This design comes from an exercise in tuning for small area and a short achievable clock period on the open sky130 flow, not from production work.
Only simulation tests tie the RTL to the original design; equivalence was not proved.
Power figures rest on the tool's default switching activity, not on a simulated workload.

[standard.sh]
#!/bin/bash
# synth_recipe.tcl (not shown) runs the flow's synth.tcl, then flattens the netlist and writes it again
# the make line also repeats each setting of config.mk as NAME=value (left out here)
make -C /OpenROAD-flow-scripts/flow DESIGN_CONFIG=/design/flow/config.mk WORK_HOME=/design/flow/orfs CLKGATE_MAP_FILE= SYNTH_SCRIPT=/design/flow/synth_recipe.tcl "${@:-finish}"
[design.v]
`default_nettype none
package dma_iface_pkg;
   localparam int MEM_ADDR_BITS = 10;
   typedef logic [MEM_ADDR_BITS-1:0] mem_addr_t;
   typedef logic [31:0]              host_word_t;
   typedef logic [3:0]               byte_mask_t;
   typedef logic [1:0]               if_sel_t;
   typedef logic [3:0]               mem_sel_t;
   typedef logic [63:0]              dsc_word_t;
   localparam mem_sel_t MEM_CFG    = 4'd0;
   localparam mem_sel_t MEM_TX_DSC = 4'd1;
   localparam mem_addr_t CFG_TX_DSC_MASK  = 10'd0;
   localparam mem_addr_t CFG_RX_DSC_MASK  = 10'd1;
   localparam mem_addr_t CFG_RX_BYTE_WAIT = 10'd2;
   localparam mem_addr_t CFG_CONTROL      = 10'd3;
   localparam mem_addr_t CFG_PCIE_SIZES   = 10'd4;
   localparam host_word_t NO_DATA = 32'hdeadbeef;
   typedef struct packed {
      mem_addr_t  addr;
      host_word_t data;
      byte_mask_t mask;
      logic       en;
   } host_lane_t;
   typedef struct packed {
      if_sel_t    if_sel;
      mem_sel_t   mem_sel;
      host_lane_t hi;
      host_lane_t lo;
   } host_wr_t;
   typedef struct packed {
      if_sel_t   if_sel;
      mem_sel_t  mem_sel;
      mem_addr_t addr_hi;
      logic      en_hi;
      mem_addr_t addr_lo;
      logic      en_lo;
   } host_rd_t;
   typedef struct packed {
      host_word_t hi;
      host_word_t lo;
   } host_rd_data_t;
endpackage
`default_nettype wire
`default_nettype none
package dma_pcie_pkg;
   typedef logic [2:0] pcie_size_code_t;
   typedef logic [9:0] pcie_bytes_t;
   localparam pcie_size_code_t SIZE_32   = 3'd0;
   localparam pcie_size_code_t SIZE_64   = 3'd1;
   localparam pcie_size_code_t SIZE_128  = 3'd2;
   localparam pcie_size_code_t SIZE_256  = 3'd3;
   localparam pcie_size_code_t SIZE_512  = 3'd4;
   localparam pcie_size_code_t SIZE_1024 = 3'd5;
endpackage
`default_nettype wire
`timescale 1ns/100ps
`default_nettype none
module dma_iface_top (
   input  logic        pcie_clk,
   input  logic        rst_n,
   input  logic [1:0]  host_wr_if_sel,
   input  logic [3:0]  host_wr_mem_sel,
   input  logic [9:0]  host_wr_hi_addr,
   input  logic [31:0] host_wr_hi_data,
   input  logic [3:0]  host_wr_hi_mask,
   input  logic        host_wr_hi_en,
   input  logic [9:0]  host_wr_lo_addr,
   input  logic [31:0] host_wr_lo_data,
   input  logic [3:0]  host_wr_lo_mask,
   input  logic        host_wr_lo_en,
   input  logic [1:0]  host_rd_if_sel,
   input  logic [3:0]  host_rd_mem_sel,
   input  logic [9:0]  host_rd_addr_hi,
   input  logic        host_rd_en_hi,
   input  logic [9:0]  host_rd_addr_lo,
   input  logic        host_rd_en_lo,
   output logic [31:0] host_rd_data_hi,
   output logic [31:0] host_rd_data_lo,
   input  logic [2:0]  max_payload_size,
   input  logic [2:0]  max_read_req_size,
   output logic        iface_rdy,
   output logic [63:0] tx_dsc_mask,
   output logic [63:0] rx_dsc_mask,
   output logic [15:0] rx_byte_wait,
   input  logic [3:0]  dsc_rd_addr,
   input  logic        dsc_rd_en,
   output logic [63:0] dsc_rd_data,
   output logic        dsc_rd_valid,
   input  logic [3:0]  dsc_clr_addr,
   input  logic        dsc_clr_en
);
   localparam logic [31:0] NO_DATA = 32'hdeadbeef;
   logic [3:0] rst_cnt;
   logic       soft_reset;
   logic       restart;
   logic       rdy_o, rdy_w, rdy_c;
   assign restart = !rst_n || soft_reset;
   always_ff @(posedge pcie_clk) begin
      if (restart) begin
         rst_cnt <= 4'd0;
      end else if (!rdy_c) begin
         rst_cnt <= rst_cnt + 4'd1;
      end
   end
   always_ff @(posedge pcie_clk) begin
      rdy_o <= !restart && (rdy_o || rst_cnt == 4'hf);
      rdy_w <= !restart && (rdy_w || rst_cnt == 4'hf);
      rdy_c <= !restart && (rdy_c || rst_cnt == 4'hf);
   end
   assign iface_rdy = rdy_o;
   logic wr_ok, wr_cfg, wr_dsc, rd_cfg;
   assign wr_ok  = rdy_w && (host_wr_if_sel == 2'd0);
   assign wr_cfg = wr_ok && (host_wr_mem_sel == 4'd0);
   assign wr_dsc = wr_ok && (host_wr_mem_sel == 4'd1);
   assign rd_cfg = (host_rd_if_sel == 2'd0) && (host_rd_mem_sel == 4'd0);
   logic cfg_hi_en, cfg_lo_en;
   assign cfg_hi_en = wr_cfg && host_wr_hi_en;
   assign cfg_lo_en = wr_cfg && host_wr_lo_en;
   logic [1:0] cfg_hi_hit, cfg_lo_hit;
   logic [3:0] tx_hi_ld, tx_lo_ld, rx_hi_ld, rx_lo_ld;
   logic [3:0] tx_hi_hold, tx_lo_hold, rx_hi_hold, rx_lo_hold;
   logic [1:0] wait_ld, wait_hold;
   logic [63:0] tx_next, rx_next;
   logic [15:0] wait_next;
   assign cfg_hi_hit = {host_wr_hi_addr == 10'd1, host_wr_hi_addr == 10'd0};
   assign cfg_lo_hit = {host_wr_lo_addr == 10'd1, host_wr_lo_addr == 10'd0};
   always_comb begin
      for (int b = 0; b < 4; b++) begin
         tx_hi_ld[b]   = cfg_hi_en && cfg_hi_hit[0] && host_wr_hi_mask[b];
         tx_lo_ld[b]   = cfg_lo_en && cfg_lo_hit[0] && host_wr_lo_mask[b];
         rx_hi_ld[b]   = cfg_hi_en && cfg_hi_hit[1] && host_wr_hi_mask[b];
         rx_lo_ld[b]   = cfg_lo_en && cfg_lo_hit[1] && host_wr_lo_mask[b];
         tx_hi_hold[b] = rdy_c && !tx_hi_ld[b];
         tx_lo_hold[b] = rdy_c && !tx_lo_ld[b];
         rx_hi_hold[b] = rdy_c && !rx_hi_ld[b];
         rx_lo_hold[b] = rdy_c && !rx_lo_ld[b];
      end
      for (int b = 0; b < 2; b++) begin
         wait_ld[b]   = cfg_lo_en && (host_wr_lo_addr == 10'd2) && host_wr_lo_mask[b];
         wait_hold[b] = rdy_c && !wait_ld[b];
      end
   end
   for (genvar i = 0; i < 32; i++) begin : g_cfg_bit
      iface_ao22 u_tx_hi (.a1 (tx_hi_ld[i/8]), .a2 (host_wr_hi_data[i]),
                          .b1 (tx_hi_hold[i/8]), .b2 (tx_dsc_mask[32+i]), .y (tx_next[32+i]));
      iface_ao22 u_tx_lo (.a1 (tx_lo_ld[i/8]), .a2 (host_wr_lo_data[i]),
                          .b1 (tx_lo_hold[i/8]), .b2 (tx_dsc_mask[i]), .y (tx_next[i]));
      iface_ao22 u_rx_hi (.a1 (rx_hi_ld[i/8]), .a2 (host_wr_hi_data[i]),
                          .b1 (rx_hi_hold[i/8]), .b2 (rx_dsc_mask[32+i]), .y (rx_next[32+i]));
      iface_ao22 u_rx_lo (.a1 (rx_lo_ld[i/8]), .a2 (host_wr_lo_data[i]),
                          .b1 (rx_lo_hold[i/8]), .b2 (rx_dsc_mask[i]), .y (rx_next[i]));
      if (i < 16) begin : g_wait
         iface_ao22 u_wait (.a1 (wait_ld[i/8]), .a2 (host_wr_lo_data[i]),
                            .b1 (wait_hold[i/8]), .b2 (rx_byte_wait[i]), .y (wait_next[i]));
      end
   end
   always_ff @(posedge pcie_clk) begin
      tx_dsc_mask  <= tx_next;
      rx_dsc_mask  <= rx_next;
      rx_byte_wait <= wait_next;
   end
   always_ff @(posedge pcie_clk) begin
      soft_reset <= cfg_lo_en && (host_wr_lo_addr == 10'd3) &&
                    host_wr_lo_data[0] && host_wr_lo_mask[0];
   end
   logic [2:0] mps_q, mrrs_q;
   always_ff @(posedge pcie_clk) begin
      mps_q  <= max_payload_size;
      mrrs_q <= max_read_req_size;
   end
   function automatic logic [9:0] size_bytes(input logic [2:0] code);
      logic [9:0] res;
      res = '0;
      for (int c = 0; c < 5; c++) res[5+c] = (code == 3'(c));
      size_bytes = res;
   endfunction
   logic [31:0] rd_word_hi, rd_word_lo;
   always_comb begin
      case (host_rd_addr_hi)
         10'd0:   rd_word_hi = tx_dsc_mask[63:32];
         10'd1:   rd_word_hi = rx_dsc_mask[63:32];
         10'd4:   rd_word_hi = {22'd0, size_bytes(mrrs_q)};
         default: rd_word_hi = 32'd0;
      endcase
      case (host_rd_addr_lo)
         10'd0:   rd_word_lo = tx_dsc_mask[31:0];
         10'd1:   rd_word_lo = rx_dsc_mask[31:0];
         10'd2:   rd_word_lo = {16'd0, rx_byte_wait};
         10'd4:   rd_word_lo = {22'd0, size_bytes(mps_q)};
         default: rd_word_lo = 32'd0;
      endcase
   end
   always_ff @(posedge pcie_clk) begin
      if (!rdy_c) begin
         host_rd_data_hi <= NO_DATA;
         host_rd_data_lo <= NO_DATA;
      end else begin
         if (host_rd_en_hi) host_rd_data_hi <= rd_cfg ? rd_word_hi : NO_DATA;
         if (host_rd_en_lo) host_rd_data_lo <= rd_cfg ? rd_word_lo : NO_DATA;
      end
   end
   logic [63:0] mem [16];
   logic [3:0]  hi_idx, lo_idx;
   logic        dsc_hi_en, dsc_lo_en;
   assign hi_idx    = host_wr_hi_addr[3:0];
   assign lo_idx    = host_wr_lo_addr[3:0];
   assign dsc_hi_en = wr_dsc && host_wr_hi_en;
   assign dsc_lo_en = wr_dsc && host_wr_lo_en;
   logic       sel_z;            
   logic       hi_go_n, lo_go_n;
   logic       hi_go, lo_go;
   logic [3:0] hi_byte_n, lo_byte_n;
   logic [3:0] hi_idx_n, lo_idx_n;
   logic [15:0] hi_hit_n, lo_hit_n;
   logic [63:0] hi_we, lo_we;
   iface_nor  #(.N(4)) u_sel_z (.a ({host_wr_if_sel, host_wr_mem_sel[3:2]}), .y (sel_z));
   iface_nand #(.N(3)) u_hi_go_n (.a ({host_wr_mem_sel[0], host_wr_hi_en, rdy_w}), .y (hi_go_n));
   iface_nand #(.N(3)) u_lo_go_n (.a ({host_wr_mem_sel[0], host_wr_lo_en, rdy_w}), .y (lo_go_n));
   iface_nor  #(.N(2)) u_hi_go (.a ({hi_go_n, host_wr_mem_sel[1]}), .y (hi_go));
   iface_nor  #(.N(2)) u_lo_go (.a ({lo_go_n, host_wr_mem_sel[1]}), .y (lo_go));
   iface_nor  #(.N(1)) u_hi_idx_n [3:0] (.a (hi_idx), .y (hi_idx_n));
   iface_nor  #(.N(1)) u_lo_idx_n [3:0] (.a (lo_idx), .y (lo_idx_n));
   for (genvar b = 0; b < 4; b++) begin : g_byte
      iface_nand #(.N(3)) u_hi (.a ({sel_z, hi_go, host_wr_hi_mask[b]}), .y (hi_byte_n[b]));
      iface_nand #(.N(3)) u_lo (.a ({sel_z, lo_go, host_wr_lo_mask[b]}), .y (lo_byte_n[b]));
   end
   for (genvar e = 0; e < 16; e++) begin : g_entry
      iface_nand #(.N(4)) u_hi_hit (
         .a ({e[3] ? hi_idx[3] : hi_idx_n[3], e[2] ? hi_idx[2] : hi_idx_n[2],
              e[1] ? hi_idx[1] : hi_idx_n[1], e[0] ? hi_idx[0] : hi_idx_n[0]}),
         .y (hi_hit_n[e]));
      iface_nand #(.N(4)) u_lo_hit (
         .a ({e[3] ? lo_idx[3] : lo_idx_n[3], e[2] ? lo_idx[2] : lo_idx_n[2],
              e[1] ? lo_idx[1] : lo_idx_n[1], e[0] ? lo_idx[0] : lo_idx_n[0]}),
         .y (lo_hit_n[e]));
      for (genvar b = 0; b < 4; b++) begin : g_we
         iface_nor #(.N(2)) u_hi_we (.a ({hi_hit_n[e], hi_byte_n[b]}), .y (hi_we[4*e+b]));
         iface_nor #(.N(2)) u_lo_we (.a ({lo_hit_n[e], lo_byte_n[b]}), .y (lo_we[4*e+b]));
      end
   end
   always_ff @(posedge pcie_clk) begin
      for (int e = 0; e < 16; e++) begin
         for (int b = 0; b < 4; b++) begin
            if (hi_we[4*e+b]) mem[e][32+8*b +: 8] <= host_wr_hi_data[8*b +: 8];
            if (lo_we[4*e+b]) mem[e][8*b +: 8]    <= host_wr_lo_data[8*b +: 8];
         end
      end
   end
   logic [15:0] rd_sel;
   logic [63:0] rd_next;
   always_comb begin
      for (int e = 0; e < 16; e++) rd_sel[e] = dsc_rd_en && (dsc_rd_addr == 4'(e));
      rd_next = dsc_rd_data & {64{!dsc_rd_en}};
      for (int e = 0; e < 16; e++) rd_next = rd_next | (mem[e] & {64{rd_sel[e]}});
   end
   always_ff @(posedge pcie_clk) begin
      dsc_rd_data <= rd_next;
   end
   logic [15:0] valid;
   always_ff @(posedge pcie_clk) begin
      if (!rdy_c) begin
         valid        <= '0;
         dsc_rd_valid <= 1'b0;
      end else begin
         for (int e = 0; e < 16; e++) begin
            if (dsc_hi_en && hi_idx == 4'(e))
               valid[e] <= 1'b1;
            else if (dsc_clr_en && dsc_clr_addr == 4'(e))
               valid[e] <= 1'b0;
         end
         if (dsc_rd_en) dsc_rd_valid <= valid[dsc_rd_addr];
      end
   end
endmodule
module iface_nand #(
   parameter int N = 2
) (
   input  logic [N-1:0] a,
   output logic         y
);
   assign y = !(&a);
endmodule
module iface_ao22 (
   input  logic a1,
   input  logic a2,
   input  logic b1,
   input  logic b2,
   output logic y
);
   assign y = (a1 & a2) | (b1 & b2);
endmodule
module iface_nor #(
   parameter int N = 2
) (
   input  logic [N-1:0] a,
   output logic         y
);
   assign y = !(|a);
endmodule
`default_nettype wire
[constraint.sdc]
create_clock -name core_clock -period 4.0 [get_ports {pcie_clk}]
set_input_delay 0.8000 -clock core_clock [delete_from_list [all_inputs] [get_ports {pcie_clk}]]
set_output_delay 0.8000 -clock core_clock [all_outputs]
set_load 0.01 [all_outputs]
[config.mk]
export PLATFORM = sky130hd
export DESIGN_NAME = dma_iface_top
export DESIGN_NICKNAME = dma_iface_top
export VERILOG_FILES = /design/flow/design.v
export SDC_FILE = /design/flow/constraint.sdc
export NUM_CORES = 4
export LEC_CHECK = 0
export CAP_MARGIN = 20
export CORE_MARGIN = 2
export CORE_UTILIZATION = 50
export CTS_CLUSTER_DIAMETER = 60
export CTS_CLUSTER_SIZE = 24
export PLACE_DENSITY = 0.65
export SETUP_SLACK_MARGIN = 1.9
export SLEW_MARGIN = 20
export SYNTH_HIERARCHICAL = 1
[flow/run.sh]
#!/bin/bash
# standard synthesis, then the standard layout with plain buffers on the ports
set -euo pipefail
bash standard.sh synth > synth.log 2>&1
bash standard.sh "BUFFER_PORTS_ARGS=-buffer_cell sky130_fd_sc_hd__buf_2" finish > layout.log 2>&1
==> metrics.yaml, run 1 <==
outcome:
  status: "complete, no violations"
logic_synthesis:
  synth-seq-cells: 1327
  avgSynthCellArea_um2: 15.4
  yosysSeqAreaShare_pct: 76.3
  synthFlopType: "edfxtp_1"
  yosysUniqueCellTypes: 69
  syn_inst: 3130
  async_reset_ff_share_pct: 0
  synth-edff-count: 1024
  yosysWarnings: 8
  netlist_area_um2: 48200
worst_setup_path:
  path_buf_inv: 4
  crit_family: "simple AND/OR/NAND/NOR gates"
  cp.required_ns: 4.33
  slowest_stage: "nor2_4"
  cp-end-kind: "flop"
  path_common_cell: "buf_12"
  crit_type: "input pin to flop"
  arrival_ns: 2.47
  cp_max_fo: 10
  cp_cell_sequence: "buf_2 > nand3_1 > nor2_2 > buf_6 > nand3_4 > buf_12 > buf_12 > nor2_4"
  cp_slowest_stage_delay_ns: 0.33
  start_kind: "input pin"
floorplan:
  die-area_um2: 99000
  initial_utilization_pct: 50.6
  die_h_um: 315
  top_level_ports: 420
  dieWidth_um: 315
  core_area_um2: 95300
  rows: 113
detailed_routing:
  routed_via_density: 6.40
  wl_mm: 149
  antenna_left: 0
  drt-pass1-iter-count: 9
  wl_per_cell_um: 29.5
  first_iter_violations: 4371
  dr_total_vias: 32250
  drc: 0
placement:
  io_buffers: 419
  post-dp-hpwl_mm: 93.6
  gp_congestion: 0.933
cts:
  clkTransAtPathRegs_ns: 0.09
  cts.sinks: 1327
  cts_tree: "built"
  htree_levels: 3
  clock_latency_ns: 0.68
  cts_buffers: 85
  root_buffer: "clkbuf_16"
  cts_max_path_buffers: 3
power_and_ir_drop:
  vdd_drop_max_uv: 367
  comb_power_share_pct: 4.4
  swShare_pct: 22.8
  p_switching_mw: 5.86
  powerDensity_nw_per_um2: 447
  p_clk_share_pct: 37.4
  power_leakage_nw: 19.9
  intPower_mw: 19.9
  power_frac_seq_pct: 58.2
  power.total_mw: 25.8
sta:
  layout_min_cycle_time_ns: 2.15
  fin_crit_sh_pct: 53.7
  finalMaxSlewViolations: 0
  fin_skew_ns: 0.0264
  setup_tns_ns: 0
  setup_viol: 0
  maxSlewHeadroom_pct: 38.2
  final_hold_viol_count: 0
  worstMarginPinSlew_ns: 0.918
  fmax_ghz: 0.466
  rsz0062_at_grt: "yes"
job:
  timing.max_cap.violations: 0
grt:
  overflow: 0
  grt_max_degree: 55
  antenna_found_initial: 3
  grt_usage_pct: 29.4
  grt_pass1_wl_mm: 212
  first_global_vias: 31139
finish:
  fillers: 7196
  nets: 3853
  area_growth_syn_to_layout_pct: 19.5
  most-common-layout-cells: "edfxtp_1, buf_2, a22oi_1, dfxtp_1, nor2_1"
  drive_above_1_share_pct: 27.0
  final_common_cell: "edfxtp_1"
hold_path:
  holdCritPathClass: "input pin to flop"
## power groups by stage
stage | Clock, mW | Sequential (mW) | Combinational [mW]
finish | 9.64 | 15.0 | 1.13
global route | 10.2 | 15.0 | 1.20
CTS | 9.73 | 15.0 | 1.11
detailed placement | 0 | 15.3 | 1.09
global placement | 0 | 15.3 | 1.07
floorplan | 0 | 15.3 | 0.420
## cell type report
type	count	area (µm²)	share of cell area [%]
Clock buffer	98	2200	3.81
Antenna cell	1	2.50	0.00434
Inverter	15	57.6	0.0998
Tap cell	1265	1580	2.74
Sequential cell	1327	36800	63.9
Multi-Input combinational cell	1630	11800	20.4
Timing Repair Buffer	647	4410	7.64
Clock inverter	60	832	1.44
## registers in the layout, summed over array words and instances (netlist names)
name             cells
mrrs_q               3
rst_cnt              4
host_rd_data_hi     32
rdy_c                1
tx_dsc_mask         64
dsc_rd_valid         1
dsc_rd_data         64
host_rd_data_lo     32
mps_q                3
rx_byte_wait        16
rx_dsc_mask         64
mem               1024
valid               16
soft_reset           1
rdy_o                1
rdy_w                1
## Yosys cell counts, types with 7 or more instances
| master | count | area, µm² |
|---|---|---|
| inv_1 | 14 | 52.6 |
| buf_2 | 24 | 120 |
| and3_1 | 142 | 888 |
| nor4_1 | 9 | 56.3 |
| nor2b_1 | 72 | 450 |
| nor2_1 | 233 | 875 |
| or3_1 | 20 | 125 |
| and4_1 | 27 | 236 |
| a221oi_1 | 34 | 298 |
| nand3_1 | 60 | 300 |
| buf_1 | 7 | 26.3 |
| a22o_1 | 158 | 1380 |
| o21ai_0 | 46 | 230 |
| and2_1 | 22 | 138 |
| mux2i_1 | 15 | 150 |
| a221o_1 | 20 | 200 |
| edfxtp_1 | 1024 | 30700 |
| dfxtp_1 | 303 | 6070 |
| nand2b_1 | 9 | 56.3 |
| nand2_1 | 94 | 353 |
| a21oi_1 | 90 | 450 |
| a222oi_1 | 23 | 230 |
| mux2_2 | 12 | 135 |
| a2111oi_0 | 30 | 263 |
| clkbuf_1 | 120 | 450 |
| nor3_1 | 11 | 55.1 |
| nand4_1 | 79 | 494 |
| a22oi_1 | 343 | 2570 |
## metal layers
layer / up-vias / track usage, % / routed length [µm]
li1: 13700 / - / -
met1: 16379 / 41.4 / 56600
met2: 1937 / 47.3 / 71500
met3: 234 / 4.89 / 16300
met4: 0 / 8.70 / 4330
met5: - / 0 / 0
## through the flow
| step | instances | utilization [%] | instance area, µm² | hold WS (ns) | setup slack (ns) |
|---|---|---|---|---|---|
| 4_1_cts | 5026 | 60.2 | 57400 | 0.195 | 1.90 |
| 6_report | 5043 | 60.5 | 57700 | 0.225 | 1.85 |
| 3_3_place_gp | 4831 | 56.3 | 53700 | 0.426 | 0.602 |
| 2_1_floorplan | 3130 | - | 49300 | 0.421 | 1.41 |
| 5_1_grt | 5043 | 60.5 | 57700 | 0.212 | 1.84 |
| 3_5_place_dp | 4831 | 56.3 | 53700 | 0.438 | 0.575 |
## modules after synthesis, one instance, submodules excluded, a selection
module | flip-flops and latches | area, µm² | times used | cells
dma_iface_top | 1327 | 46200 | 1 | 2805
iface_ao22 | 0 | 8.76 | 144 | 1
## logic make-up after synthesis
group,count (synthesis),synth area share (%)
adder cells (fa/ha/maj),2,0.0467
XOR/XNOR,3,0.0545
multiplexers,31,0.778
AO/OA/AOI/OAI,779,12.3
AND/OR/NAND/NOR,815,9.08
buffers and inverters,173,1.47
flip-flops,1327,76.3
## path summary, 6_finish.rpt
kind                                             from                 endpoint  slack, ns  depth (start not counted)
worst min register to register  mem[13][37]$_DFFE_PP_  dsc_rd_data[37]$_DFF_P_       0.45                          2
worst max register to register          rdy_w$_DFF_P_     mem[2][19]$_DFFE_PP_       1.90                          7
worst min-delay path              max_payload_size[0]         mps_q[0]$_DFF_P_       0.23                          1
worst max-delay path               host_wr_mem_sel[0]     mem[2][19]$_DFFE_PP_       1.85                          8
## repair_timing
item | CTS | global route
setup endpoints to repair | 1291 | 208
pin swaps | 19 | 17
gates cloned | 1 | 1
resized for setup | 67 | 46
buffers inserted | 36 | 15
hold buffers | 0 | 0
==> run 2, diff against run 1 <==
--- a/config.mk
+++ b/config.mk
@@ -12,5 +12,5 @@
 export CTS_CLUSTER_SIZE = 24
 export PLACE_DENSITY = 0.65
 export SETUP_SLACK_MARGIN = 1.9
-export SLEW_MARGIN = 20
+export SLEW_MARGIN = 50
 export SYNTH_HIERARCHICAL = 1
==> metrics.yaml, run 2 <==
worst_setup_path:
  r2r_start: "rdy_w$_DFF_P_"
  crit_type: "input pin to flop"
  cp.required_ns: 4.31  # -0.02 ns
  cp-end-kind: "flop"
  cp_cell_sequence: "buf_2 > nand3_1 > nor2_2 > buf_6 > nand3_4 > buf_12 > nor2_4"
  path_buf_inv: 3  # -1
  crit_family: "simple AND/OR/NAND/NOR gates"
  cp_slowest_stage_delay_ns: 0.38  # +0.05 ns
  crit_start: "host_wr_mem_sel[0]"
  cp_max_fo: 8  # -2
  arrival_ns: 2.44  # -0.03 ns
  slowest_stage: "nor2_4"
  start_kind: "input pin"
cts:
  cts_max_path_buffers: 3  # unchanged
  hold_buffers: 0  # unchanged
  cts_tree: "built"
  root_buffer: "clkbuf_16"
  clkTransAtPathRegs_ns: 0.09  # about the same
  cts.sinks: 1327  # unchanged
  clock_latency_ns: 0.69  # about the same
  cts_buffers: 87  # +2.4%
  htree_levels: 3  # unchanged
logic_synthesis:
  async_reset_ff_share_pct: 0  # unchanged
  synth-edff-count: 1024  # unchanged
  syn_inst: 3130  # unchanged
  avgSynthCellArea_um2: 15.4  # unchanged
  synth-seq-cells: 1327  # unchanged
  synth.top_cell.area_share_pct: 63.7  # unchanged
  yosysWarnings: 8  # unchanged
  synthMostInstantiatedCell: "edfxtp_1"
  netlist_area_um2: 48200  # unchanged
  yosysSeqAreaShare_pct: 76.3  # unchanged
  synthFlopType: "edfxtp_1"
  yosys-top-cells-area: "edfxtp_1, dfxtp_1, a22oi_1"
  yosys-top-cells-count: "edfxtp_1, a22oi_1, dfxtp_1"
  yosysUniqueCellTypes: 69  # unchanged
  yosys.area.top_type: "edfxtp_1"
grt:
  grt_pass1_wl_mm: 212  # +0.34%
  overflow: 0  # unchanged
  antenna_found_initial: 4  # +1
  grt_usage_pct: 29.5  # +0.11 points
  grt_max_degree: 55  # unchanged
  first_global_vias: 31179  # +0.13%
floorplan:
  rows: 113  # unchanged
  core_area_um2: 95300  # unchanged
  dieWidth_um: 315  # unchanged
  die_h_um: 315  # unchanged
  die-area_um2: 99000  # unchanged
  top_level_ports: 420  # unchanged
  initial_utilization_pct: 50.6  # unchanged
finish:
  area_growth_syn_to_layout_pct: 19.5  # about the same
  final_common_cell: "edfxtp_1"
  largest_reg_flops: 1024  # unchanged
  drive_above_1_share_pct: 27.0  # about the same
  nets: 3848  # -0.13%
  regMostFlops: "mem"
  regArea_um2: 36800  # about the same
  multi_input_area_um2: 11800  # +0.23%
  most-common-layout-cells: "edfxtp_1, buf_2, a22oi_1, dfxtp_1, nor2_1"
  fillers: 7131  # -0.90%
outcome:
  status: "complete, no violations"
sta:
  worstMarginPinSlew_ns: 0.673  # -0.245 ns
  setup_ws_ns: 1.87  # +0.0184 ns
  layout_min_cycle_time_ns: 2.13  # -0.0184 ns
  finalMaxSlewViolations: 0  # unchanged
  setup_viol: 0  # unchanged
  rsz0062_at_grt: "yes"
  fin_crit_sh_pct: 53.2  # -0.46 points
  fin_skew_ns: 0.0271  # +0.000732 ns
  final_hold_viol_count: 0  # unchanged
  fmax_ghz: 0.470  # +0.86%
  maxSlewHeadroom_pct: 55.0  # +17 points
  setup_tns_ns: 0  # unchanged
detailed_routing:
  drc: 0  # unchanged
  first_iter_violations: 4419  # +1.1%
  dr_total_vias: 32271  # +0.065%
  routed_via_density: 6.40  # +0.14%
  wl_per_cell_um: 29.5  # +0.14%
  drt-pass1-iter-count: 6  # -3
  wl_mm: 149  # about the same
  antenna_left: 0  # unchanged
placement:
  io_buffers: 419  # unchanged
  gp_congestion: 0.933  # unchanged
  dpl_worst_slack_ns: 0.613  # +0.0380 ns
  post-dp-hpwl_mm: 93.6  # about the same
power_and_ir_drop:
  vdd_drop_max_uv: 381  # +3.7%
  power_leakage_nw: 19.9  # about the same
  powerDensity_nw_per_um2: 449  # +0.42%
job:
  timing.max_cap.violations: 0  # unchanged
hold_path:
  holdCritPathClass: "input pin to flop"
  hold_start: "max_read_req_size[0]"
[run 2: cell counts after synthesis]
Identical to the previous run, type by type.
[run 2: worst register-to-register path: stages (launching register included)]
cell and delay (ns):
dfxtp_2 0.41, nand3_1 0.14, nor2_2 0.23, buf_6 0.22, nand3_4 0.16, buf_12 0.17, nor2_4 0.38
[run 2: metal layers]
layer,track usage (%),wire length (µm)
met1,41.9,57600
met2,47.4,71600
met3,4.47,15300
met4,8.94,4270
met5,0,0
[run 2: kinds of logic (layout without fill, tap and decap cells)]
group                    count (synthesis)  count (layout)  share of synthesized area (%)
AO/OA/AOI/OAI                          779             779                           12.3
flip-flops                            1327            1327                           76.3
AND/OR/NAND/NOR                        815             815                           9.08
multiplexers                            31              31                          0.778
adder cells (fa/ha/maj)                  2               2                         0.0467
XOR/XNOR                                 3               3                         0.0545
buffers and inverters                  173             815                           1.47
other                                    0               2                              0
[run 2: final timing paths]
kind / to / cells past startpoint / slack [ns]
setup / recovery: mem[11][20]$_DFFE_PP_ / 7 / 1.87
hold / removal: mrrs_q[0]$_DFF_P_ / 1 / 0.23
setup reg to reg: mem[11][20]$_DFFE_PP_ / 6 / 1.92
hold reg to reg: dsc_rd_data[23]$_DFF_P_ / 2 / 0.45
[run 2: stage by stage]
step	hold slack, ns	util (%)	area (µm²)	power, mW	instances
final	0.233	60.5	57600	25.9	5039
after global routing	0.218	60.5	57600	26.5	5038
after CTS	0.205	60.2	57400	25.9	5023
after detailed placement	0.438	56.3	53700	16.4	4831
after global placement	0.426	56.3	53700	16.4	4831
after floorplan	0.421	-	49300	15.7	3130
[run 2: per-module statistics from Yosys, one instance, submodules excluded, a selection]
module / cell area [µm²] / cells / flops+latches
iface_ao22: 8.76 / 1 / 0
dma_iface_top: 46200 / 2805 / 1327
[run 2: layout make-up]
| class | count | area share [%] |
|---|---|---|
| multi-input combinational | 1630 | 20.4 |
| clock buffer | 99 | 3.93 |
| sequential | 1327 | 63.9 |
| timing repair buffer | 640 | 7.46 |
| clock inverter | 61 | 1.41 |
| tap | 1265 | 2.75 |
| antenna | 2 | 0.00868 |
| inverter | 15 | 0.0999 |
[run 2: where the power goes]
part	internal, mW	total (mW)	switching (mW)
Combinational	0.377	1.13	0.753
Clock	4.56	9.73	5.17
Sequential	14.9	15.0	0.0897
Total	19.9	25.9	6.01
[run 2: timing repair]
item,4_1_cts,5_1_grt
gates resized for setup,67,43
setup buffers,31,14
endpoints found under the setup margin,1241,235
gates cloned,1,0
endpoints found under the hold margin,0,0
pin swaps,22,14
==> run 3, diff against run 2 <==
==> flow/run.sh (replaced) <==
#!/bin/bash
# standard synthesis, then the standard layout with plain buffers on the ports
# and a clock tree without dummy balancing loads
set -euo pipefail
bash standard.sh synth > synth.log 2>&1
bash standard.sh "BUFFER_PORTS_ARGS=-buffer_cell sky130_fd_sc_hd__buf_2" \
   "CTS_ARGS=-sink_clustering_enable -repair_clock_nets -sink_clustering_size 24 -sink_clustering_max_diameter 60 -dont_use_dummy_load" \
   "REMOVE_ABC_BUFFERS=1" finish > layout.log 2>&1
==> metrics.yaml, run 3 <==
outcome:
  status: "complete, no violations"
power_and_ir_drop:
  p_clk_share_pct: 33.9  # -3.7 points
  p_switching_mw: 5.14  # -14%
  vdd_drop_max_uv: 287  # -25%
  comb_power_share_pct: 4.8  # +0.4 points
  powerDensity_nw_per_um2: 431  # -3.8%
  power_leakage_nw: 19.6  # -1.5%
  swShare_pct: 21.0  # -2.2 points
  power_frac_seq_pct: 61.3  # +3.3 points
  intPower_mw: 19.3  # -2.7%
hold_path:
  hold_start: "max_payload_size[2]"
  holdPathEnd: "mps_q[2]$_DFF_P_"
  hold_depth: 1  # unchanged
  holdCritPathClass: "input pin to flop"
worst_setup_path:
  cp_max_fo: 16  # +8
  start_kind: "input pin"
  crit_type: "input pin to flop"
  cp-end-kind: "flop"
  reg2reg_depth: 7  # +1
  reg2reg_to: "tx_dsc_mask[11]$_DFF_P_"
  arrival_ns: 2.66  # +0.22 ns
  r2r_slack_ns: 1.93  # about the same
  cp.required_ns: 4.53  # +0.22 ns
  r2r_start: "rdy_w$_DFF_P_"
sta:
  setup_tns_ns: 0  # unchanged
  finalMaxSlewViolations: 0  # unchanged
  setup_ws_ns: 1.87  # -0.00120 ns
  fmax_ghz: 0.470  # about the same
  rsz0062_at_grt: "yes"
  setup_viol: 0  # unchanged
  hold-worst-slack_ns: 0.250  # +0.0175 ns
  maxSlewHeadroom_pct: 48.5  # -6.4 points
  fin_skew_ns: 0.0692  # +0.0421 ns
  worstMarginPinSlew_ns: 0.772  # +0.0987 ns
  fin_crit_sh_pct: 53.2  # about the same
  final_hold_viol_count: 0  # unchanged
  layout_min_cycle_time_ns: 2.13  # +0.00120 ns
logic_synthesis:
  yosys.area.top_type: "edfxtp_1"
  synth-seq-cells: 1327  # unchanged
  synthFlopType: "edfxtp_1"
  syn_inst: 3130  # unchanged
  yosysUniqueCellTypes: 69  # unchanged
  yosys-top-cells-count: "edfxtp_1, a22oi_1, dfxtp_1"
  async_reset_ff_share_pct: 0  # unchanged
  synthMostInstantiatedCell: "edfxtp_1"
  yosys-top-cells-area: "edfxtp_1, dfxtp_1, a22oi_1"
  netlist_area_um2: 48200  # unchanged
  yosysSeqAreaShare_pct: 76.3  # unchanged
  avgSynthCellArea_um2: 15.4  # unchanged
  yosysWarnings: 8  # unchanged
  synth.top_cell.area_share_pct: 63.7  # unchanged
  synth-edff-count: 1024  # unchanged
finish:
  instances_no_fill: 5016  # -0.46%
  drive_above_1_share_pct: 25.1  # -1.9 points
  most-common-layout-cells: "edfxtp_1, buf_2, a22oi_1, dfxtp_1, buf_4"
  nets: 3895  # +1.2%
  stdcell_area_um2: 56700  # -1.7%
  final_common_cell: "edfxtp_1"
  largest_reg_flops: 1024  # unchanged
  regMostFlops: "mem"
  fillers: 7428  # +4.2%
  area_growth_syn_to_layout_pct: 17.5
floorplan:
  rows: 113  # unchanged
  die-area_um2: 99000  # unchanged
  core_area_um2: 95300  # unchanged
  die_h_um: 315  # unchanged
  initial_utilization_pct: 50.6  # unchanged
  dieWidth_um: 315  # unchanged
  top_level_ports: 420  # unchanged
placement:
  post-dp-hpwl_mm: 96.8  # +3.4%
  placed_cells: 4861  # +0.62%
  io_buffers: 419  # unchanged
  dpl_worst_slack_ns: 0.309  # -0.304 ns
  post_dp_cell_area_um2: 53100  # -1.1%
  gp_congestion: 0.942  # +0.99%
grt:
  grt_usage_pct: 29.9  # +0.47 points
  antenna_found_initial: 8  # +4
  grt_max_degree: 61  # +11%
  overflow: 0  # unchanged
  first_global_vias: 30825  # -1.1%
  grt_pass1_wl_mm: 215  # +1.2%
cts:
  clkTransAtPathRegs_ns: 0.06  # -0.03 ns
  clock_latency_ns: 0.69  # about the same
  root_buffer: "clkbuf_16"
  htree_levels: 3  # unchanged
  cts_max_path_buffers: 3  # unchanged
  cts_tree: "built"
  cts_buffers: 91  # +4.6%
  cts.sinks: 1327  # unchanged
job:
  timing.max_cap.violations: 0  # unchanged
detailed_routing:
  antenna_left: 0  # unchanged
  drc: 0  # unchanged
  dr_total_vias: 32424  # +0.47%
  first_iter_violations: 4039  # -8.6%
  wl_mm: 153  # +2.5%
  wl_per_cell_um: 30.4  # +3.0%
  routed_via_density: 6.46  # +0.93%
  drt-pass1-iter-count: 8  # +2
[run 3: cell counts after synthesis]
No cell type changed its count.
[run 3: layout make-up]
cell class	count	area, µm²	share of cell area (%)
multi-input cells	1632	11400	20.2
flip-flops and latches	1327	36800	65.0
well taps	1265	1580	2.79
inverters	15	57.6	0.102
repair buffers	681	4470	7.89
diodes	5	12.5	0.0221
clock buffers	91	2280	4.02
[run 3: logic make-up (layout without fill, tap and decap cells)]
logic type	count (synthesis)	after routing	share of synthesized area [%]
buffers and inverters	173	787	1.47
AND/OR/NAND/NOR	815	817	9.08
AO/OA/AOI/OAI	779	779	12.3
flip-flops	1327	1327	76.3
other	0	5	0
XOR/XNOR	3	3	0.0545
multiplexers	31	31	0.778
adder cells (fa/ha/maj)	2	2	0.0467
[run 3: what timing repair did]
action,in CTS,in global routing
setup endpoints to repair,1299,415
hold buffers,0,0
gates resized for setup,133,84
pin swaps,23,57
gates cloned,2,4
buffers inserted,34,19
[run 3: power by group through the flow]
stage / clock [mW] / sequential, mW / combinational, mW
after detailed placement: 0 / 15.3 / 1.10
after global placement: 0 / 15.3 / 1.08
after global routing: 8.80 / 15.0 / 1.24
after floorplan: 0 / 15.3 / 0.346
after CTS: 8.36 / 15.0 / 1.13
final: 8.30 / 15.0 / 1.16
[run 3: worst max-delay path, cell delays in order]
cell	delay [ns]
buf_2	0.09
or4_1	0.53
nor3_2	0.15
buf_6	0.22
nand3_4	0.22
buf_4	0.25
a221oi_1	0.28
nor2_1	0.10
[run 3: metal layers]
metal	wire (µm)	global-route usage, %	vias up
met5	27	0	-
met4	5050	9.26	4
met3	15100	4.70	309
met2	73000	49.5	2035
met1	59400	41.0	16372
li1	-	-	13704
[run 3: through the flow]
step | power [mW] | utilization, %
2_1_floorplan | 15.7 | -
3_3_place_gp | 16.4 | 55.7
3_5_place_dp | 16.4 | 55.7
4_1_cts | 24.5 | 58.9
5_1_grt | 25.0 | 59.5
6_report | 24.5 | 59.5
[run 3: per-module statistics from Yosys, one instance, submodules excluded, excerpt]
module,cells,times used
dma_iface_top,2805,1
iface_ao22,1,144
[run 3: worst max path at each step]
| stage | start | endpoint | slack, ns | cells after the start |
|---|---|---|---|---|
| 5_1_grt | host_wr_mem_sel[1] | tx_dsc_mask[25]$_DFF_P_ | 1.82 | 9 |
| 3_3_place_gp | host_wr_mem_sel[1] | rx_dsc_mask[25]$_DFF_P_ | 0.34 | 7 |
| 2_1_floorplan | dsc_rd_addr[3] | dsc_rd_data[30]$_DFF_P_ | -0.64 | 5 |
| 3_5_place_dp | host_wr_mem_sel[1] | rx_dsc_mask[29]$_DFF_P_ | 0.31 | 7 |
| 4_1_cts | host_wr_if_sel[0] | rx_dsc_mask[53]$_DFF_P_ | 1.84 | 11 |
| 6_report | host_rd_mem_sel[1] | host_rd_data_lo[26]$_SDFFE_PN1P_ | 1.87 | 8 |
==> run 4, diff against run 3 <==
--- a/config.mk
+++ b/config.mk
@@ -12,5 +12,5 @@
 export CTS_CLUSTER_SIZE = 24
 export PLACE_DENSITY = 0.65
 export SETUP_SLACK_MARGIN = 1.9
-export SLEW_MARGIN = 50
+export SLEW_MARGIN = 20
 export SYNTH_HIERARCHICAL = 1
==> metrics.yaml, run 4 <==
logic_synthesis:
  syn_inst: 3130  # unchanged
  synth-edff-count: 1024  # unchanged
  netlist_area_um2: 48200  # unchanged
  yosysUniqueCellTypes: 69  # unchanged
  yosysWarnings: 8  # unchanged
  yosys-top-cells-count: "edfxtp_1, a22oi_1, dfxtp_1"
  avgSynthCellArea_um2: 15.4  # unchanged
  async_reset_ff_share_pct: 0  # unchanged
  synth-seq-cells: 1327  # unchanged
  yosys.area.top_type: "edfxtp_1"
  yosysSeqAreaShare_pct: 76.3  # unchanged
  yosys-top-cells-area: "edfxtp_1, dfxtp_1, a22oi_1"
  synthMostInstantiatedCell: "edfxtp_1"
  synthFlopType: "edfxtp_1"
  synth.top_cell.area_share_pct: 63.7  # unchanged
detailed_routing:
  antenna_left: 0  # unchanged
  wl_per_cell_um: 30.2  # -0.74%
  first_iter_violations: 4287  # +6.1%
  drc: 0  # unchanged
  dr_total_vias: 32041  # -1.2%
  drt-pass1-iter-count: 8  # unchanged
  routed_via_density: 6.40  # -0.92%
  wl_mm: 151  # -1.0%
hold_path:
  hold_depth: 1  # unchanged
  hold_start: "max_read_req_size[0]"
  holdCritPathClass: "input pin to flop"
  holdPathEnd: "mrrs_q[0]$_DFF_P_"
placement:
  gp_congestion: 0.942  # unchanged
  dpl_worst_slack_ns: 0.301  # -0.00866 ns
  io_buffers: 419  # unchanged
  post-dp-hpwl_mm: 96.2  # -0.62%
power_and_ir_drop:
  power.total_mw: 24.5  # +0.22%
  powerDensity_nw_per_um2: 433  # +0.28%
  p_switching_mw: 5.16  # +0.34%
  intPower_mw: 19.3  # +0.18%
  comb_power_share_pct: 4.7  # about the same
  power_leakage_nw: 19.6  # -0.17%
  vdd_drop_max_uv: 328  # +14%
  power_frac_seq_pct: 61.2  # about the same
  swShare_pct: 21.1  # +0.026 points
  p_clk_share_pct: 34.1  # +0.2 points
floorplan:
  initial_utilization_pct: 50.6  # unchanged
  top_level_ports: 420  # unchanged
  die-area_um2: 99000  # unchanged
  core_area_um2: 95300  # unchanged
  dieWidth_um: 315  # unchanged
  die_h_um: 315  # unchanged
  rows: 113  # unchanged
sta:
  setup_tns_ns: 0  # unchanged
  final_hold_viol_count: 0  # unchanged
  finalMaxSlewViolations: 0  # unchanged
  hold-worst-slack_ns: 0.246  # -0.00373 ns
  fin_crit_sh_pct: 53.2  # -0.095 points
  setup_ws_ns: 1.87  # +0.00381 ns
  worstMarginPinSlew_ns: 0.819  # +0.0475 ns
  layout_min_cycle_time_ns: 2.13  # -0.00381 ns
  rsz0062_at_grt: "yes"
  maxSlewHeadroom_pct: 45.4  # -3.2 points
  setup_viol: 0  # unchanged
  fmax_ghz: 0.470  # +0.18%
  fin_skew_ns: 0.0536  # -0.0157 ns
cts:
  cts_tree: "built"
  cts_max_path_buffers: 3  # unchanged
  htree_levels: 3  # unchanged
  clkTransAtPathRegs_ns: 0.08  # +0.02 ns
  root_buffer: "clkbuf_16"
  cts_buffers: 92  # +1.1%
  hold_buffers: 0  # unchanged
  cts.sinks: 1327  # unchanged
  clock_latency_ns: 0.67  # -0.02 ns
grt:
  antenna_found_initial: 7  # -1
  grt_usage_pct: 30.1  # +0.14 points
  first_global_vias: 30722  # -0.33%
  overflow: 0  # unchanged
  grt_max_degree: 61  # unchanged
  grt_pass1_wl_mm: 215  # +0.26%
worst_setup_path:
  r2r_slack_ns: 2.00  # +0.07 ns
  arrival_ns: 2.71  # +0.05 ns
  reg2reg_to: "rx_byte_wait[0]$_DFF_P_"
  cp-end-kind: "flop"
  cp_max_fo: 15  # -1
  crit_family: "simple AND/OR/NAND/NOR gates"
  reg2reg_depth: 7  # unchanged
  cp_slowest_stage_delay_ns: 0.48  # -0.05 ns
  slowest_stage: "and2_4"
  cp_cell_sequence: "buf_2 > buf_6 > nor3b_4 > and2_4 > buf_4 > a22oi_1 > and3_1 > nand4_1"
  r2r_start: "rdy_w$_DFF_P_"
  start_kind: "input pin"
  crit_type: "input pin to flop"
  cp.required_ns: 4.58  # +0.05 ns
  path_buf_inv: 3  # unchanged
finish:
  final_common_cell: "edfxtp_1"
  regMostFlops: "mem"
  largest_reg_flops: 1024  # unchanged
  drive_above_1_share_pct: 25.0  # -0.11 points
  most-common-layout-cells: "edfxtp_1, buf_2, a22oi_1, dfxtp_1, buf_4"
  area_growth_syn_to_layout_pct: 17.4  # about the same
  nets: 3884  # -0.28%
  final_util_pct: 59.4  # about the same
job:
  timing.max_cap.violations: 0  # unchanged
outcome:
  status: "complete, no violations"
-- run 4: metal layers --
metal	up-vias	GRT usage (%)	share of wire, %
li1	13683	-	-
met1	16097	41.1	39
met2	1964	49.6	48
met3	297	5.01	10
met4	0	9.39	3.4
met5	-	0	0
-- run 4: area by class of cell --
cell class	count	area [µm²]
inverters	15	57.6
clock buffers	92	2300
well taps	1265	1580
diodes	3	7.51
flip-flops and latches	1327	36800
multi-input cells	1632	11400
fillers	7386	38600
repair buffers	669	4410
-- run 4: worst register-to-register path, stage by stage (launching register included) --
cell	delay [ns]
dfxtp_4	0.45
nand3b_1	0.12
buf_6	0.17
or4_4	0.55
nor3b_2	0.19
buf_4	0.15
nor2_4	0.05
a22o_1	0.22
-- run 4: what timing repair did --
action / in CTS / in global routing
pin swaps: 19 / 34
setup endpoints to repair: 1311 / 375
buffers inserted: 35 / 11
endpoints found under the hold margin: 0 / 0
gates resized for setup: 149 / 76
gates cloned: 4 / 0
-- run 4: how the worst max path moves through the flow --
| stage | to | cells after the start | startpoint | slack (ns) |
|---|---|---|---|---|
| after floorplan | dsc_rd_data[30]$_DFF_P_ | 5 | dsc_rd_addr[3] | -0.64 |
| after global placement | rx_dsc_mask[25]$_DFF_P_ | 7 | host_wr_mem_sel[1] | 0.34 |
| after detailed placement | rx_dsc_mask[5]$_DFF_P_ | 7 | host_wr_mem_sel[1] | 0.30 |
| after CTS | dsc_rd_data[27]$_DFF_P_ | 9 | dsc_rd_addr[3] | 1.89 |
| after global routing | rx_byte_wait[2]$_DFF_P_ | 9 | host_wr_mem_sel[1] | 1.86 |
| final | dsc_rd_data[27]$_DFF_P_ | 8 | dsc_rd_addr[3] | 1.87 |
-- run 4: logic make-up after synthesis --
family          count (synthesis)  synth area share, %
fa+ha+maj                       2               0.0467
flops                        1327                 76.3
compound gates                779                 12.3
buf+inv                       173                 1.47
simple gates                  815                 9.08
xor+xnor                        3               0.0545
mux                            31                0.778
-- run 4: power by group through the flow --
stage	Clock [mW]	Sequential [mW]	Combinational [mW]
after floorplan	0	15.3	0.346
after global placement	0	15.3	1.08
after detailed placement	0	15.3	1.10
after CTS	8.45	15.0	1.13
after global routing	8.89	15.0	1.23
final	8.36	15.0	1.16
-- run 4: modules after synthesis, one instance, submodules excluded, a selection --
module,cells inside,flip-flops and latches
dma_iface_top,2805,1327
iface_ao22,1,0
-- run 4: per-stage QoR --
stage / area (µm²) / cells
floorplan: 47600 / 2972
global placement: 53000 / 4858
detailed placement: 53000 / 4858
CTS: 56300 / 4989
global route: 56600 / 5000
finish: 56600 / 5003
==> run 5, diff against run 4 <==
--- a/config.mk
+++ b/config.mk
@@ -11,6 +11,6 @@
 export CTS_CLUSTER_DIAMETER = 60
 export CTS_CLUSTER_SIZE = 24
 export PLACE_DENSITY = 0.65
-export SETUP_SLACK_MARGIN = 1.9
+export SETUP_SLACK_MARGIN = 2.0
 export SLEW_MARGIN = 20
 export SYNTH_HIERARCHICAL = 1
==> metrics.yaml, run 5 <==
placement:
  placed_cells: 4858  # unchanged
  post-dp-hpwl_mm: 96.2  # unchanged
  gp_congestion: 0.942  # unchanged
  io_buffers: 419  # unchanged
  post_dp_cell_area_um2: 53000  # unchanged
finish:
  largest_reg_flops: 1024  # unchanged
  area_growth_syn_to_layout_pct: 21.6
  fillers: 7113  # -3.7%
  drive_above_1_share_pct: 32.3  # +7.3 points
  regArea_um2: 37100  # +0.80%
  regMostFlops: "mem"
  final_common_cell: "edfxtp_1"
  multi_input_area_um2: 11900  # +4.3%
  nets: 3965  # +2.1%
  stdcell_area_um2: 58700  # +3.6%
  instances_no_fill: 5086  # +1.7%
  most-common-layout-cells: "edfxtp_1, buf_2, a22oi_1, buf_4, nor2_1"
logic_synthesis:
  yosys-top-cells-count: "edfxtp_1, a22oi_1, dfxtp_1"
  synth-simple-area-share_pct: 9.08  # unchanged
  synth_xor_area_share_pct: 0.0545  # unchanged
  synthMuxAreaShare_pct: 0.778  # unchanged
  avgSynthCellArea_um2: 15.4  # unchanged
  synth-seq-cells: 1327  # unchanged
  synth.top_cell.area_share_pct: 63.7  # unchanged
  synthMostInstantiatedCell: "edfxtp_1"
  yosysSeqAreaShare_pct: 76.3  # unchanged
  yosysUniqueCellTypes: 69  # unchanged
  yosys.area.top_type: "edfxtp_1"
  yosysWarnings: 8  # unchanged
  synth_top_family_by_area: "compound AO/OA/AOI/OAI gates"
  synth_fa_ha_area_share_pct: 0.0467  # unchanged
  async_reset_ff_share_pct: 0  # unchanged
  netlist_area_um2: 48200  # unchanged
  synth-edff-count: 1024  # unchanged
  synthFlopType: "edfxtp_1"
  synth_compound_area_share_pct: 12.3  # unchanged
  yosys-top-cells-area: "edfxtp_1, dfxtp_1, a22oi_1"
  syn_inst: 3130  # unchanged
sta:
  rsz0062_at_grt: "yes"
  final_hold_viol_count: 0  # unchanged
  setup_viol: 0  # unchanged
  layout_min_cycle_time_ns: 2.09  # -0.0395 ns
  fmax_ghz: 0.479  # +1.9%
  finalMaxSlewViolations: 0  # unchanged
  worstMarginPinSlew_ns: 0.631  # -0.189 ns
  maxSlewHeadroom_pct: 58.0  # +13 points
  fin_skew_ns: 0.0551  # +0.00157 ns
  fin_crit_sh_pct: 52.2  # -0.99 points
worst_setup_path:
  cp_slowest_stage_delay_ns: 0.53  # +0.05 ns
  cp_max_fo: 7  # -8
  path_common_cell: "buf_6"
  arrival_ns: 2.62  # -0.09 ns
  start_kind: "input pin"
  cp-end-kind: "flop"
  cp.required_ns: 4.53  # -0.05 ns
  crit_type: "input pin to flop"
  cp_cell_sequence: "buf_6 > or4_4 > nor3_4 > buf_6 > buf_12 > nand3_4 > buf_6 > a221oi_4 > a21oi_1"
  slowest_stage: "or4_4"
power_and_ir_drop:
  vdd_drop_max_uv: 326  # -0.52%
  powerDensity_nw_per_um2: 419  # -3.1%
  power_leakage_nw: 20.4  # +4.1%
grt:
  overflow: 0  # unchanged
  grt_usage_pct: 30.4  # +0.33 points
  first_global_vias: 31196  # +1.5%
  antenna_found_initial: 3  # -4
  grt_pass1_wl_mm: 218  # +1.0%
  grt_max_degree: 61  # unchanged
detailed_routing:
  wl_mm: 157  # +4.1%
  antenna_left: 0  # unchanged
  routed_via_density: 6.45  # +0.78%
  wl_per_cell_um: 30.9  # +2.4%
  first_iter_violations: 4431  # +3.4%
  dr_total_vias: 32825  # +2.4%
  drc: 0  # unchanged
  drt-pass1-iter-count: 8  # unchanged
floorplan:
  die_h_um: 315  # unchanged
  initial_utilization_pct: 50.6  # unchanged
  dieWidth_um: 315  # unchanged
  core_area_um2: 95300  # unchanged
  die-area_um2: 99000  # unchanged
  rows: 113  # unchanged
  top_level_ports: 420  # unchanged
cts:
  clkTransAtPathRegs_ns: 0.08  # about the same
  clock_latency_ns: 0.70  # +0.03 ns
  cts_buffers: 92  # unchanged
  cts_max_path_buffers: 3  # unchanged
  htree_levels: 3  # unchanged
  root_buffer: "clkbuf_16"
  cts_tree: "built"
  cts.sinks: 1327  # unchanged
hold_path:
  holdCritPathClass: "input pin to flop"
job:
  timing.max_cap.violations: 0  # unchanged
outcome:
  status: "complete, no violations"
[run 5: cell counts after synthesis]
No cell type changed its count.
[run 5: cells by family (layout without fill, tap and decap cells)]
kind of cell	Yosys count	in the layout
AOI/OAI and AO/OA	779	779
xor gates and xnor gates	3	3
adders and majority gates	2	2
buffers and inverters	173	855
DFF	1327	1327
muxes	31	31
other	0	5
and+or+nand+nor	815	819
[run 5: Yosys stat by module (local to each module, per instance), a selection]
module / copies in the design / flip-flops and latches / cells inside
iface_ao22: 144 / 0 / 1
dma_iface_top: 1 / 1327 / 2805
[run 5: worst max-delay path, delay by kind of cell]
kind	cells	cell delay, ns
AO/OA/AOI/OAI	2	0.32
AND/OR/NAND/NOR	3	0.88
buffers and inverters	4	0.61
[run 5: path summary, 6_finish.rpt]
| path | from | depth (start not counted) | to | slack [ns] |
|---|---|---|---|---|
| max | host_rd_mem_sel[1] | 9 | host_rd_data_lo[5]$_SDFFE_PN1P_ | 1.91 |
| min reg2reg | mem[8][10]$_DFFE_PP_ | 2 | dsc_rd_data[10]$_DFF_P_ | 0.43 |
| max reg2reg | rdy_w$_DFF_P_ | 7 | rx_byte_wait[13]$_DFF_P_ | 2.04 |
| min | max_read_req_size[0] | 1 | mrrs_q[0]$_DFF_P_ | 0.24 |
[run 5: through the flow]
step	power [mW]	util [%]	setup WS (ns)	setup TNS, ns	hold WS [ns]
final	24.6	61.6	1.91	0	0.243
after global routing	25.2	61.6	1.90	0	0.228
after CTS	24.6	60.0	1.96	0	0.221
after detailed placement	16.4	55.7	0.301	0	0.437
after global placement	16.4	55.7	0.335	0	0.424
after floorplan	15.7	-	-0.644	-21.65	0.421
[run 5: area by class of cell]
type / count / area share (%)
flip-flops and latches: 1327 / 63.3
multi-input cells: 1634 / 20.3
repair buffers: 748 / 9.62
clock buffers: 92 / 3.92
well taps: 1265 / 2.70
inverters: 15 / 0.104
diodes: 5 / 0.0213
[run 5: what timing repair did]
action / CTS / global route
hold buffers: 0 / 0
buffers inserted: 65 / 52
pin swaps: 62 / 81
resized for setup: 425 / 230
endpoints found under the setup margin: 1464 / 544
gates cloned: 5 / 9
[run 5: report_power, final]
part	leakage, nW	internal (mW)	switching, mW
registers	11.8	14.9	0.0837
logic	7.47	0.424	0.800
clock network	1.13	4.05	4.34
total	20.4	19.4	5.22
[run 5: per-layer routing]
metal / share of wire, % / track usage [%] / routed length, µm / vias up
li1: - / - / - / 13874
met2: 47 / 49.9 / 73800 / 2096
met4: 4.4 / 10.0 / 6870 / 0
met1: 38 / 41.2 / 59800 / 16495
met5: 0 / 0 / 0 / -
met3: 11 / 5.53 / 16700 / 360
==> run 6, diff against run 5 <==
==> flow/run.sh (replaced) <==
#!/bin/bash
# standard synthesis, then the standard layout with plain buffers on the ports
# and a clock tree without dummy balancing loads
set -euo pipefail
bash standard.sh synth > synth.log 2>&1
bash standard.sh "BUFFER_PORTS_ARGS=-buffer_cell sky130_fd_sc_hd__buf_4" \
   "CTS_ARGS=-sink_clustering_enable -repair_clock_nets -sink_clustering_size 24 -sink_clustering_max_diameter 60 -dont_use_dummy_load" \
   "REMOVE_ABC_BUFFERS=1" finish > layout.log 2>&1
--- a/config.mk
+++ b/config.mk
@@ -11,6 +11,6 @@
 export CTS_CLUSTER_DIAMETER = 60
 export CTS_CLUSTER_SIZE = 24
 export PLACE_DENSITY = 0.65
-export SETUP_SLACK_MARGIN = 2.0
-export SLEW_MARGIN = 20
+export SETUP_SLACK_MARGIN = 1.9
+export SLEW_MARGIN = 50
 export SYNTH_HIERARCHICAL = 1
==> metrics.yaml, run 6 <==
detailed_routing:
  wl_per_cell_um: 31.0  # +0.12%
  wl_met2_mm: 73.4  # -0.60%
  drc: 0  # unchanged
  wl_mm: 154  # -2.1%
  routed.top_layer: "met4"
  drt-pass1-iter-count: 6  # -2
  m1WireLength_mm: 58.6  # -2.1%
  antenna_left: 0  # unchanged
  routed_via_density: 6.48  # +0.40%
  dr_total_vias: 32218  # -1.8%
  first_iter_violations: 4478  # +1.1%
  wl_met3_mm: 16.0  # -4.5%
cts:
  cts_tree: "built"
  clock_latency_ns: 0.70  # about the same
  cts_max_path_buffers: 3  # unchanged
  cts.sinks: 1327  # unchanged
  hold_buffers: 0  # unchanged
  cts_buffers: 94  # +2.2%
  htree_levels: 3  # unchanged
  clkTransAtPathRegs_ns: 0.06  # -0.02 ns
  root_buffer: "clkbuf_16"
logic_synthesis:
  syn_inst: 3130  # unchanged
  yosys-top-cells-count: "edfxtp_1, a22oi_1, dfxtp_1"
  synthFlopType: "edfxtp_1"
  yosys.area.top_type: "edfxtp_1"
  async_reset_ff_share_pct: 0  # unchanged
  synth-seq-cells: 1327  # unchanged
  netlist_area_um2: 48200  # unchanged
  yosys-top-cells-area: "edfxtp_1, dfxtp_1, a22oi_1"
  yosysSeqAreaShare_pct: 76.3  # unchanged
  synthMostInstantiatedCell: "edfxtp_1"
  synth.top_cell.area_share_pct: 63.7  # unchanged
  synth-edff-count: 1024  # unchanged
  avgSynthCellArea_um2: 15.4  # unchanged
  yosysWarnings: 8  # unchanged
  yosysUniqueCellTypes: 69  # unchanged
grt:
  grt_usage_pct: 30.3  # -0.10 points
  overflow: 0  # unchanged
  grt_pass1_wl_mm: 218  # unchanged
  first_global_vias: 31379  # +0.59%
  grt_max_degree: 57  # -6.6%
  antenna_found_initial: 1  # -2
worst_setup_path:
  cp.required_ns: 4.52  # about the same
  arrival_ns: 2.68  # +0.06 ns
  cp-end-kind: "flop"
  crit_type: "input pin to flop"
  start_kind: "input pin"
  r2r_slack_ns: 1.90  # -0.14 ns
  cp_max_fo: 8  # +1
finish:
  regMostFlops: "mem"
  largest_reg_flops: 1024  # unchanged
  most-common-layout-cells: "edfxtp_1, buf_4, a22oi_1, dfxtp_1, nor2_1"
  area_growth_syn_to_layout_pct: 18.9
  final_common_cell: "edfxtp_1"
  drive_above_1_share_pct: 24.5  # -7.9 points
  stdcell_area_um2: 57400  # -2.2%
  nets: 3856  # -2.7%
  antennaDiodeCount: 0  # -5
power_and_ir_drop:
  power_leakage_nw: 19.7  # -3.3%
  vdd_drop_max_uv: 362  # +11%
  powerDensity_nw_per_um2: 430  # +2.6%
sta:
  rsz0062_at_grt: "yes"
  layout_min_cycle_time_ns: 2.16  # +0.0750 ns
  fin_crit_sh_pct: 54.0  # +1.9 points
  fin_skew_ns: 0.0546  # -0.000515 ns
  hold-worst-slack_ns: 0.232  # -0.0115 ns
  finalMaxSlewViolations: 0  # unchanged
  maxSlewHeadroom_pct: 52.5  # -5.5 points
  final_hold_viol_count: 0  # unchanged
  setup_ws_ns: 1.84  # -0.0750 ns
  worstMarginPinSlew_ns: 0.713  # +0.0826 ns
  setup_viol: 0  # unchanged
  fmax_ghz: 0.463  # -3.5%
placement:
  post-dp-hpwl_mm: 97.5  # +1.3%
  io_buffers: 419  # unchanged
  gp_congestion: 0.973  # +3.3%
  post_dp_cell_area_um2: 54100  # +1.9%
  dpl_worst_slack_ns: 0.675  # +0.374 ns
floorplan:
  die-area_um2: 99000  # unchanged
  initial_utilization_pct: 50.6  # unchanged
  dieWidth_um: 315  # unchanged
  core_area_um2: 95300  # unchanged
  die_h_um: 315  # unchanged
  rows: 113  # unchanged
  top_level_ports: 420  # unchanged
outcome:
  status: "complete, no violations"
hold_path:
  holdCritPathClass: "input pin to flop"
job:
  timing.max_cap.violations: 0  # unchanged
-- run 6: critical path, stage by stage --
cell      delay [ns]
buf_4           0.11
or4_4           0.54
nor3_4          0.23
buf_12          0.18
nand3_4         0.21
buf_4           0.23
a221oi_2        0.24
a21oi_1         0.11
-- run 6: cell type report --
| class | instances | area (µm²) |
|---|---|---|
| Fill cell | 7157 | 37900 |
| Sequential cell | 1327 | 36800 |
| Multi-Input combinational cell | 1631 | 11400 |
| Timing Repair Buffer | 640 | 5140 |
| Clock buffer | 94 | 2350 |
| Tap cell | 1265 | 1580 |
| Inverter | 15 | 61.3 |
-- run 6: Yosys stat by module (local to each module, per instance), a selection --
| module | flops+latches | area (µm²) |
|---|---|---|
| dma_iface_top | 1327 | 46200 |
| iface_ao22 | 0 | 8.76 |
-- run 6: logic make-up after synthesis --
family,count (synthesis),share of synthesized area [%]
multiplexers,31,0.778
adder cells (fa/ha/maj),2,0.0467
AO/OA/AOI/OAI,779,12.3
flip-flops,1327,76.3
buffers and inverters,173,1.47
XOR/XNOR,3,0.0545
AND/OR/NAND/NOR,815,9.08
-- run 6: metrics by stage --
stage,util (%),total power [mW],std cells,setup TNS [ns]
3_3_place_gp,56.7,16.5,4850,0
4_1_cts,59.7,24.8,4959,0
5_1_grt,60.2,25.4,4972,0
6_report,60.2,24.7,4972,0
3_5_place_dp,56.7,16.5,4851,0
2_1_floorplan,-,15.7,2972,-21.65
-- run 6: final timing paths --
kind | from | end | depth (start not counted)
max | host_rd_mem_sel[2] | host_rd_data_lo[5]$_SDFFE_PN1P_ | 8
min | max_payload_size[2] | mps_q[2]$_DFF_P_ | 1
max reg2reg | rdy_w$_DFF_P_ | rx_byte_wait[6]$_DFF_P_ | 7
min reg2reg | mem[8][18]$_DFFE_PP_ | dsc_rd_data[18]$_DFF_P_ | 2
-- run 6: where the power goes --
group / internal, mW / leakage, nW / switching, mW / total (mW)
combinational: 0.460 / 6.85 / 0.745 / 1.20
clock: 4.14 / 1.16 / 4.30 / 8.44
sequential: 14.9 / 11.7 / 0.109 / 15.0
total: 19.5 / 19.7 / 5.16 / 24.7
-- run 6: timing repair --
action / CTS / global route
pin swaps: 16 / 25
gates resized for setup: 107 / 88
setup buffers: 14 / 10
endpoints found under the setup margin: 1278 / 395
cloned: 0 / 3
-- run 6: layer usage --
layer | up-vias | global-route usage (%)
met5 | - | 0
met4 | 0 | 10.5
met1 | 16200 | 40.8
met3 | 330 | 5.26
met2 | 2078 | 50.0
li1 | 13610 | -
==> run 7, diff against run 6 <==
==> flow/run.sh (replaced) <==
#!/bin/bash
# standard synthesis, then the standard layout with plain buffers on the ports
# and a clock tree without dummy balancing loads
set -euo pipefail
bash standard.sh synth > synth.log 2>&1
bash standard.sh "BUFFER_PORTS_ARGS=-buffer_cell sky130_fd_sc_hd__buf_2" \
   "CTS_ARGS=-sink_clustering_enable -repair_clock_nets -sink_clustering_size 24 -sink_clustering_max_diameter 60 -dont_use_dummy_load -buf_list {sky130_fd_sc_hd__clkbuf_4 sky130_fd_sc_hd__clkbuf_8 sky130_fd_sc_hd__clkbuf_16}" \
   "REMOVE_ABC_BUFFERS=1" finish > layout.log 2>&1
==> metrics.yaml, run 7 <==
cts:
  cts_tree: "built"
  clock_latency_ns: 0.69  # about the same
  hold_buffers: 0  # unchanged
worst_setup_path:
  cp_cell_sequence: "buf_2 > or4_1 > nor3_2 > buf_6 > nand3_4 > buf_4 > a221oi_1 > nor2_1"
  reg2reg_depth: 7  # unchanged
  crit_family: "simple AND/OR/NAND/NOR gates"
  arrival_ns: 2.66  # -0.02 ns
  cp_slowest_stage_delay_ns: 0.53  # about the same
  cp_max_fo: 16  # +8
  crit_cells: 8  # unchanged
  r2r_start: "rdy_w$_DFF_P_"
  r2r_slack_ns: 1.93  # +0.03 ns
  start_kind: "input pin"
floorplan:
  rows: 113  # unchanged
  dieWidth_um: 315  # unchanged
  top_level_ports: 420  # unchanged
  core_area_um2: 95300  # unchanged
sta:
  rsz0062_at_grt: "yes"
  worstMarginPinSlew_ns: 0.772  # +0.0587 ns
  finalMaxSlewViolations: 0  # unchanged
  layout_min_cycle_time_ns: 2.13  # -0.0316 ns
logic_synthesis:
  yosys.area.top_type: "edfxtp_1"
  yosys-top-cells-area: "edfxtp_1, dfxtp_1, a22oi_1"
  yosysUniqueCellTypes: 69  # unchanged
  synth-seq-cells: 1327  # unchanged
  yosysSeqAreaShare_pct: 76.3  # unchanged
  yosysWarnings: 8  # unchanged
  avgSynthCellArea_um2: 15.4  # unchanged
  async_reset_ff_share_pct: 0  # unchanged
  synth.top_cell.area_share_pct: 63.7  # unchanged
finish:
  instances_no_fill: 5016  # +0.88%
  stdcell_area_um2: 56700  # -1.2%
  area_growth_syn_to_layout_pct: 17.5
  regMostFlops: "mem"
grt:
  grt_usage_pct: 29.9  # -0.38 points
  grt_max_degree: 61  # +7.0%
  first_global_vias: 30825  # -1.8%
  antenna_found_initial: 8  # +7
detailed_routing:
  first_iter_violations: 4039  # -9.8%
  drt-pass1-iter-count: 8  # +2
  routed_via_density: 6.46  # -0.24%
  wl_mm: 153  # -0.84%
  wl_per_cell_um: 30.4  # -1.7%
power_and_ir_drop:
  powerDensity_nw_per_um2: 431  # +0.32%
outcome:
  status: "complete, no violations"
job:
  timing.max_cap.violations: 0  # unchanged
placement:
  post_dp_cell_area_um2: 53100  # -1.7%
  post-dp-hpwl_mm: 96.8  # -0.67%
  gp_congestion: 0.942  # -3.2%
-- run 7: power breakdown --
group          leakage [nW]  internal [mW]  switching (mW)
logic                  6.81          0.383           0.779
registers              11.7           14.9          0.0788
clock network          1.12           4.01            4.29
total                  19.6           19.3            5.14
-- run 7: logic make-up after synthesis --
group | synth area share [%]
buf+inv | 1.47
flops | 76.3
simple gates | 9.08
mux | 0.778
compound gates | 12.3
xor+xnor | 0.0545
fa+ha+maj | 0.0467
-- run 7: repair_timing --
action / CTS / global route
resized for setup: 133 / 84
pin swaps: 23 / 57
endpoints found under the setup margin: 1299 / 415
setup buffers: 34 / 19
hold endpoints to repair: 0 / 0
cloned: 2 / 4
-- run 7: worst min-delay path by stage --
stage,start,end
floorplan,mem[8][10]$_DFFE_PP_,dsc_rd_data[10]$_DFF_P_
global placement,mem[7][23]$_DFFE_PP_,dsc_rd_data[23]$_DFF_P_
detailed placement,mem[8][42]$_DFFE_PP_,dsc_rd_data[42]$_DFF_P_
finish,max_payload_size[2],mps_q[2]$_DFF_P_
global route,max_payload_size[2],mps_q[2]$_DFF_P_
CTS,max_payload_size[2],mps_q[2]$_DFF_P_
-- run 7: per-module statistics from Yosys (local to each module, per instance), a selection --
module         times used  area, µm²  cells  flip-flops and latches
iface_ao22            144       8.76      1                       0
dma_iface_top           1      46200   2805                    1327
-- run 7: layer usage --
metal,vias to the layer above,track usage [%],wire (µm)
met1,16372,41.0,59400
met3,309,4.70,15100
li1,13704,-,-
met4,4,9.26,5050
met5,-,0,27
met2,2035,49.5,73000
-- run 7: cell type report --
cell class,count,area (µm²)
Antenna cell,5,12.5
Clock buffer,91,2280
Fill cell,7428,38600
Inverter,15,57.6
Multi-Input combinational cell,1632,11400
Sequential cell,1327,36800
Tap cell,1265,1580
Timing Repair Buffer,681,4470
-- run 7: stage by stage --
step	utilization [%]	TNS [ns]	setup slack (ns)	hold slack (ns)	power, mW
floorplan	-	-21.65	-0.644	0.421	15.7
global placement	55.7	0	0.335	0.424	16.4
detailed placement	55.7	0	0.309	0.434	16.4
CTS	58.9	0	1.84	0.227	24.5
global route	59.5	0	1.82	0.247	25.0
finish	59.5	0	1.87	0.250	24.5

Re-timed with assumed drivers on the ports (clkbuf_16 on the clock, buf_2 on other inputs), run 7 has 1.832 ns of setup slack against 1.870 ns with ideal ports, and 1.182 ns once port delays also move by the mid clock arrival of 0.729 ns.
